This design comes from an exercise in tuning for small area and a short achievable clock period on the open sky130 flow, not from production work.
The RTL was checked by simulation tests, not by an equivalence proof against the original design.
Power is estimated from default activity; no workload was simulated.

**design/flow/config.mk**
```make
export PLATFORM = sky130hd
export DESIGN_NAME = fft_peak_detector
export DESIGN_NICKNAME = fft_peak_detector
export VERILOG_FILES = /design/flow/design.v
export SDC_FILE = /design/flow/constraint.sdc
export NUM_CORES = 4
export LEC_CHECK = 0
export ABC_AREA = 1
export CAP_MARGIN = 0
export CORE_MARGIN = 2
export CORE_UTILIZATION = 65
export CTS_CLUSTER_DIAMETER = 80
export CTS_CLUSTER_SIZE = 30
export SLEW_MARGIN = 0
```
**design/flow/constraint.sdc**
```tcl
create_clock -name core_clock -period 34.0 [get_ports {clk}]
set_input_delay 6.8000 -clock core_clock [delete_from_list [all_inputs] [get_ports {clk}]]
set_output_delay 6.8000 -clock core_clock [all_outputs]
set_load 0.01 [all_outputs]
```
**design/flow/flow/abc_area.script**
```
strash
&get -n
&fraig -x
&put
scorr
dc2
strash
&get -n
&dch -f
&nf -R 1000
&put
topo
stime -c
upsize -c -D 4000
dnsize -c -D 4000
```
**design/flow/flow/port_buffers.tcl**
```tcl
# After global placement: an input port buffer that drives many pins (the lanes' sign bits)
# is upsized from buf_1 to buf_4.
foreach inst [get_cells input*] {
  set out [get_pins -of_objects $inst -filter "direction == output"]
  set net [get_nets -of_objects $out]
  set loads [get_pins -of_objects $net -filter "direction == input"]
  if {[llength $loads] > 6} {
    replace_cell $inst sky130_fd_sc_hd__buf_4
  }
}
```
**design/flow/flow/run.sh**
```bash
#!/bin/bash
# The standard layout (standard.sh) with these changes: buf_1 cells as the port buffers (buf_4
# for inputs with many loads, flow/port_buffers.tcl), an area-oriented ABC mapping script
# (flow/abc_area.script) for synthesis, and repair_timing aiming for a setup slack margin of
# 25.7 ns.
set -euo pipefail
export BUFFER_PORTS_ARGS="-buffer_cell sky130_fd_sc_hd__buf_1"
export POST_GLOBAL_PLACE_TCL="$PWD/flow/port_buffers.tcl"
cp -r "$FLOW_HOME/scripts" scripts_custom
cp flow/abc_area.script scripts_custom/abc_area.script
bash standard.sh SCRIPTS_DIR="$PWD/scripts_custom" SETUP_SLACK_MARGIN=25.7 finish > standard.log 2>&1
```
**design/flow/standard.sh**
```bash
#!/bin/bash
# synth_recipe.tcl (not shown) runs the flow's synth.tcl, then flattens the netlist and writes it again
# the make line also repeats each setting of config.mk as NAME=value (left out here)
make -C /OpenROAD-flow-scripts/flow DESIGN_CONFIG=/design/flow/config.mk WORK_HOME=/design/flow/orfs CLKGATE_MAP_FILE= SYNTH_SCRIPT=/design/flow/synth_recipe.tcl "${@:-finish}"
```
**design/flow/design.v**
```verilog
module fft_peak_detector (
  input  logic                clk,
  input  logic                rstn,
  input  logic                valid_in,
  input  logic [16*13-1:0]    din_re,
  input  logic [16*13-1:0]    din_im,
  output logic                peak_valid_o,
  output logic [8:0]          peak_idx_o,
  output logic [13:0]         peak_mag_o,
  output logic [15:0]         frame_cnt_o
);
  function automatic logic gt14(input logic [13:0] a, input logic [13:0] b);
    logic g;
    g = 1'b0;
    for (int i = 0; i < 14; i++) g = (a[i] & ~b[i]) | (a[i] & g) | (~b[i] & g);
    gt14 = g;
  endfunction
  logic        x_valid;
  logic [3:0]  x_s [16][4];
  logic [15:0] x_si;
  function automatic logic [3:0] add3(input logic [2:0] a, input logic [2:0] b, input logic ci);
    logic [3:0] c;
    logic [2:0] s;
    c[0] = ci;
    for (int i = 0; i < 3; i++) begin
      s[i]   = a[i] ^ b[i] ^ c[i];
      c[i+1] = (a[i] & b[i]) | (a[i] & c[i]) | (b[i] & c[i]);
    end
    add3 = {c[3], s};
  endfunction
  function automatic logic [2:0] add2(input logic [1:0] a, input logic [1:0] b, input logic ci);
    logic [2:0] c;
    logic [1:0] s;
    c[0] = ci;
    for (int i = 0; i < 2; i++) begin
      s[i]   = a[i] ^ b[i] ^ c[i];
      c[i+1] = (a[i] & b[i]) | (a[i] & c[i]) | (b[i] & c[i]);
    end
    add2 = {c[2], s};
  endfunction
  always_ff @(posedge clk) begin
    for (int l = 0; l < 16; l++) begin
      logic [12:0] re, im;
      logic [11:0] a, b;
      re = din_re[13*l +: 13];
      im = din_im[13*l +: 13];
      a = re[11:0] ^ {12{re[12]}};
      b = im[11:0] ^ {12{im[12]}};
      x_s[l][0] <= {add2(a[2:1], b[2:1], re[0] ? b[0] : re[12]), re[0] ^ b[0]};
      for (int k = 1; k < 4; k++) x_s[l][k] <= add3(a[3*k +: 3], b[3*k +: 3], 1'b0);
      x_si[l] <= im[12];
    end
  end
  function automatic logic [13:0] finish(input logic [3:0] s0, input logic [3:0] s1,
                                         input logic [3:0] s2, input logic [3:0] s3,
                                         input logic si);
    logic [13:0] v;
    logic [13:0] w;
    logic [14:0] c;
    logic [13:0] m;
    v = {1'b0, s3[3], s3[2:0], s2[2:0], s1[2:0], s0[2:0]};
    w = {1'b0, 3'd0, s2[3], 2'd0, s1[3], 2'd0, s0[3], 3'd0};
    c[0] = si;
    for (int i = 0; i < 14; i++) begin
      m[i]   = v[i] ^ w[i] ^ c[i];
      c[i+1] = (v[i] & w[i]) | (v[i] & c[i]) | (w[i] & c[i]);
    end
    finish = m;
  endfunction
  logic [13:0] m1 [16];
  logic [13:0] m2 [8];
  logic [0:0]  i2 [8];
  logic [13:0] m3 [4];
  logic [1:0]  i3 [4];
  always_comb begin
    for (int l = 0; l < 16; l++) m1[l] = finish(x_s[l][0], x_s[l][1], x_s[l][2], x_s[l][3], x_si[l]);
    for (int l = 0; l < 8; l++) begin
      i2[l] = gt14(m1[2*l+1], m1[2*l]);
      m2[l] = i2[l] ? m1[2*l+1] : m1[2*l];
    end
    for (int l = 0; l < 4; l++) begin
      if (gt14(m2[2*l+1], m2[2*l])) begin
        m3[l] = m2[2*l+1]; i3[l] = {1'b1, i2[2*l+1]};
      end else begin
        m3[l] = m2[2*l];   i3[l] = {1'b0, i2[2*l]};
      end
    end
  end
  logic        y_valid;
  logic [13:0] y_magx [4];
  logic [1:0]  y_lane [4];
  logic [13:0] y_mag [4];
  always_ff @(posedge clk) begin
    for (int q = 0; q < 4; q++) begin
      y_magx[q] <= (q % 2 == 1) ? ~m3[q] : m3[q];
      y_lane[q] <= i3[q];
    end
  end
  always_comb begin
    for (int q = 0; q < 4; q++) y_mag[q] = (q % 2 == 1) ? ~y_magx[q] : y_magx[q];
  end
  logic [4:0]  beat;         
  logic        done;
  logic [13:0] run_mag;
  logic [8:0]  run_idx;
  logic        peak_valid;
  logic [8:0]  peak_idx;
  logic [13:0] peak_mag;
  logic [15:0] frame_cnt;
  always_ff @(posedge clk or negedge rstn) begin
    if (!rstn) begin
      x_valid <= 1'b0;
      y_valid <= 1'b0;
      beat    <= '0;
      done    <= 1'b0;
    end else begin
      x_valid <= valid_in;
      y_valid <= x_valid;
      if (y_valid) beat <= beat + 5'd1;
      done <= y_valid && (beat == 5'd31);
    end
  end
  logic [13:0] m4 [2];
  logic [2:0]  i4 [2];
  logic [13:0] best_mag;
  logic [3:0]  best_lane;
  always_comb begin
    for (int h = 0; h < 2; h++) begin
      if (gt14(y_mag[2*h+1], y_mag[2*h])) begin
        m4[h] = y_mag[2*h+1]; i4[h] = {1'b1, y_lane[2*h+1]};
      end else begin
        m4[h] = y_mag[2*h];   i4[h] = {1'b0, y_lane[2*h]};
      end
    end
    if (gt14(m4[1], m4[0])) begin
      best_mag = m4[1]; best_lane = {1'b1, i4[1]};
    end else begin
      best_mag = m4[0]; best_lane = {1'b0, i4[0]};
    end
  end
  always_ff @(posedge clk) begin
    if (y_valid && (beat == 5'd0 || gt14(best_mag, run_mag))) begin
      run_mag <= best_mag;
      run_idx <= {beat, best_lane};
    end
  end
  always_ff @(posedge clk or negedge rstn) begin
    if (!rstn) begin
      peak_valid <= 1'b0;
      peak_idx   <= '0;
      peak_mag   <= '0;
      frame_cnt  <= '0;
    end else begin
      peak_valid <= done;
      if (done) begin
        peak_idx  <= run_idx;
        peak_mag  <= run_mag;
        frame_cnt <= frame_cnt + 16'd1;
      end
    end
  end
  assign peak_valid_o = peak_valid;
  assign peak_idx_o   = peak_idx;
  assign peak_mag_o   = peak_mag;
  assign frame_cnt_o  = frame_cnt;
endmodule
```
==> flow_metrics.py <==
metrics = {
    "setup_path": {
        "critPathKind": "reg -> out",
        "crit_path_start_kind": "flop",
        "path_cells": "buf_1",
        "crit_slowest_cell": "dfrtp_1",
        "reg2reg_depth": 32,
        "timing.rr.end": "y_magx[0][5]",
        "worst-path-max-fanout": 4,
        "critPathRequiredTime_ns": 27.20,
        "timing.rr.start": "x_si[3]",
        "crit_buf_inv": 1,
        "rrSetupSlack_ns": 26.14,
        "cp_top_family": "flip-flops",
        "cp.arrival_ns": 1.15,
        "max_stage_delay_ns": 0.43,
        "cp-end-kind": "primary output",
    },
    "sta": {
        "period_needed_ns": 7.95,
        "setup_slack_ns": 26.05,
        "setup_viol": 0,
        "min_period_over_period_pct": 23.4,
        "rsz0062_at_grt": "true",
        "skew_ns": 0.0253,
        "report.final.slew_viol_count": 0,
        "worst_pin_slew_ns": 0.881,
        "max_slew_margin_pct": 40.9,
        "timing.setup.tns_ns": 0,
        "hold_viol": 0,
        "max_freq_mhz": 126,
    },
    "detailed_routing": {
        "remaining_drc_errors": 0,
        "routedWlPerCell_um": 15.8,
        "wl_um": 48800,
        "drt-initial-drc-count": 653,
        "drtAntennaViolNets": 0,
        "via_per_inst": 5.32,
        "first_pass_iters": 5,
        "num_vias": 16500,
    },
    "yosys": {
        "syn_area_um2": 23600,
        "ys_warn_count": 12,
        "yosys_most_used_dff": "dfxtp_1",
        "async_reset_ff_share_pct": 11.8,
        "netlist_instances": 2129,
        "yosysMostFrequentCell": "xor2_1",
        "ys_types": 46,
        "synth_edf_count": 23,
        "synth-seq-cells": 407,
        "mappedNetlistNets": 2936,
        "syn_area_per_cell_um2": 11.1,
        "synth.largest_area_cell": "dfxtp_1",
        "synth_top_area_share_pct": 28.5,
        "synth_common_cells": "xor2_1 (358), dfxtp_1 (336), ha_1 (212), fa_1 (176), clkinv_1 (153)",
        "synth_seq_area_share_pct": 36.5,
        "synth_area_leaders": "dfxtp_1 (28%), fa_1 (15%), xor2_1 (13%)",
    },
    "clocking": {
        "clockBufferDepth": 3,
        "cts_tree": "built",
        "cts.sinks": 407,
        "cts_root_buffer": "clkbuf_16",
        "htreeDepth": 1,
        "clk_pin_slew_ns": 0.11,
        "clock_latency_ns": 0.54,
        "cts_buffers": 19,
    },
    "cells_and_area": {
        "final_nets": 3429,
        "syn_to_final_growth_pct": 13.6,
        "num_antenna_cells": 0,
        "instances_no_fill": 3094,
        "drive_gt1_share_pct": 4.52,
    },
    "min_path": {
        "hold_path.class": "reg -> reg",
        "holdPathEnd": "y_valid",
        "min_from": "x_valid",
        "whs_path_depth": 0,
    },
    "outcome": {
        "status": "timing/DRC/antenna clean",
    },
    "floorplan": {
        "initial_core_util_pct": 66.3,
        "num_rows": 69,
        "dieArea_um2": 37900,
        "ios": 459,
        "die_x_um": 195,
        "core-area_um2": 35700,
        "die_h_um": 195,
    },
    "power": {
        "internal-power_w": 0.00142,
        "clkPwrFrac_pct": 10.6,
        "vdd_drop_max_mv": 0.0630,
        "power_switching_w": 0.00117,
        "power_density_nw_per_um2": 96.4,
        "seq_power_share_pct": 29.5,
        "p_comb_share_pct": 60.0,
        "swShare_pct": 45.3,
        "power_w": 0.00259,
        "p_leak_nw": 11.5,
    },
    "place": {
        "port_buffers": 458,
        "place_hpwl_um": 40200,
        "dp_slack_ns": 25.63,
        "place_inst": 3058,
    },
    "grt": {
        "grt_pass1_vias": 16700,
        "overflow": 0,
        "grt_max_degree": 49,
        "grt_antenna_before_repair": 0,
        "grt_pass1_wl_um": 79800,
        "grt_usage_pct": 25.8,
    },
    "flow_run": {
        "max_cap_violations": 0,
    },
}
==> cell usage in the layout (no fill, tap or decap), types with 3 or more instances in the layout <==
cell type | Yosys | layout
mux2i_1 | 29 | 28
fa_1 | 176 | 176
o211ai_1 | 3 | 3
maj3_1 | 46 | 45
nor2_1 | 137 | 137
nand2b_1 | 8 | 8
xor2_1 | 358 | 358
edfxtp_1 | 23 | 23
a21oi_2 | 4 | 4
o2bb2ai_1 | 15 | 15
clkinv_1 | 153 | 153
o21ai_0 | 84 | 84
ha_1 | 212 | 212
a22oi_1 | 19 | 19
o21ai_1 | 18 | 18
xnor2_1 | 43 | 43
and3_1 | 5 | 5
dfxtp_1 | 336 | 336
nand4_1 | 5 | 5
buf_4 | 0 | 42
o22ai_1 | 54 | 54
a21oi_1 | 151 | 150
nor2b_1 | 4 | 4
nand2_1 | 98 | 98
buf_1 | 0 | 425
clkbuf_1 | 0 | 4
nand3_1 | 3 | 3
mux2_1 | 27 | 27
clkbuf_16 | 0 | 20
a221oi_1 | 18 | 18
dfrtp_1 | 48 | 48
o21a_1 | 4 | 3
maj3_2 | 25 | 27
==> metal layers <==
layer  vias to the layer above  track usage (%)  routed length, um
met5                         -                0                  0
met4                         0             8.23               1560
met2                       407             47.2              24800
met3                        90             2.31               1790
li1                       8204                -                  -
met1                      7764             32.4              20700
==> power by group through the flow <==
stage	combinational [W]	sequential, W	clock, W
final	0.00155	0.000763	0.000273
after detailed placement	0.00149	0.000775	0
after floorplan	0.00111	0.000751	0
after global routing	0.00176	0.000779	0.000295
after global placement	0.00145	0.000773	0
after CTS	0.00151	0.000765	0.000281
==> worst reg2reg max path, delay by kind of cell (launching register included) <==
family	cells	cell delay, ns
AO/OA/AOI/OAI	12	1.60
adder cells (fa/ha/maj)	17	5.32
buffers and inverters	1	0.09
flip-flops	1	0.32
multiplexers	1	0.30
AND/OR/NAND/NOR	1	0.09
==> per-stage QoR <==
step                util (%)  area (um2)  hold slack (ns)
global placement        72.9       26000            0.340
finish                  75.3       26900            0.375
floorplan                  -       23600            0.331
CTS                     75.0       26700            0.377
detailed placement      73.3       26100            0.339
global route            75.3       26900            0.399
==> how the worst max path moves through the flow <==
| stage | from | end | slack [ns] | depth (start not counted) |
|---|---|---|---|---|
| finish | frame_cnt[0] | frame_cnt_o[0] | 26.05 | 1 |
| global route | y_magx[2][2] | run_mag[4] | 25.65 | 41 |
| CTS | x_si[15] | y_lane[3][0] | 25.94 | 32 |
| detailed placement | din_im[38] | x_s[8][2] | 25.63 | 5 |
| global placement | din_im[155] | x_s[47][2] | 25.27 | 5 |
| floorplan | din_re[38] | x_s[10][2] | 25.94 | 4 |
==> cells by family (layout without fill, tap and decap cells) <==
kind of cell,count (synthesis),after routing,share of synthesized area (%)
AND/OR/NAND/NOR,265,265,4.50
AO/OA/AOI/OAI,386,388,9.85
multiplexers,57,57,2.56
flip-flops,407,407,36.5
adder cells (fa/ha/maj),460,461,29.3
XOR/XNOR,401,401,14.9
buffers and inverters,153,654,2.43
==> area by class of cell <==
type | instances | area (um2)
Clock inverter | 6 | 77.6
Clock buffer | 26 | 543
Sequential cell | 407 | 8620
Inverter | 153 | 574
Multi-Input combinational cell | 1572 | 14500
Fill cell | 2534 | 8800
Tap cell | 461 | 577
Timing Repair Buffer | 469 | 1940
==> what timing repair did <==
action	4_1_cts	5_1_grt
hold buffers	0	0
gates resized for setup	1	9
cloned	0	3
setup buffers	0	1
pin swaps	0	4
endpoints found under the setup margin	1	65
==> sequential cells by signal (all words and copies together) (netlist names) <==
name,flops
run_idx,9
x_s,256
done,1
peak_mag,14
y_magx,56
beat,5
x_si,16
peak_idx,9
y_valid,1
peak_valid,1
frame_cnt,16
x_valid,1
run_mag,14
y_lane,8

## re-timing with driven ports
No port has a modelled driver above. Below, the same layout with a new extraction and two added sets of constraints. Step 1 sets driving cells, clkbuf_16 on the clock port and buf_2 on the other inputs (assumed; they add their load-dependent delay and slew). Step 2 also shifts input and output timing later by t, the mid clock arrival at the registers, as if the neighbouring blocks saw the same clock. Slacks: ideal / step 1 / step 2; pairs: ideal / step 1.
shift t [ns]: 0.587
slack for setup (ns): 26.053 / 25.996 / 25.616
worst hold slack (ns): 0.375 / 0.375 / 0.375
worst slew at a driven data input, ns: 0.06
After both steps this run still meets setup and hold. The setup slack of this run moves by -0.057 ns with the drivers and by -0.437 ns with both steps.
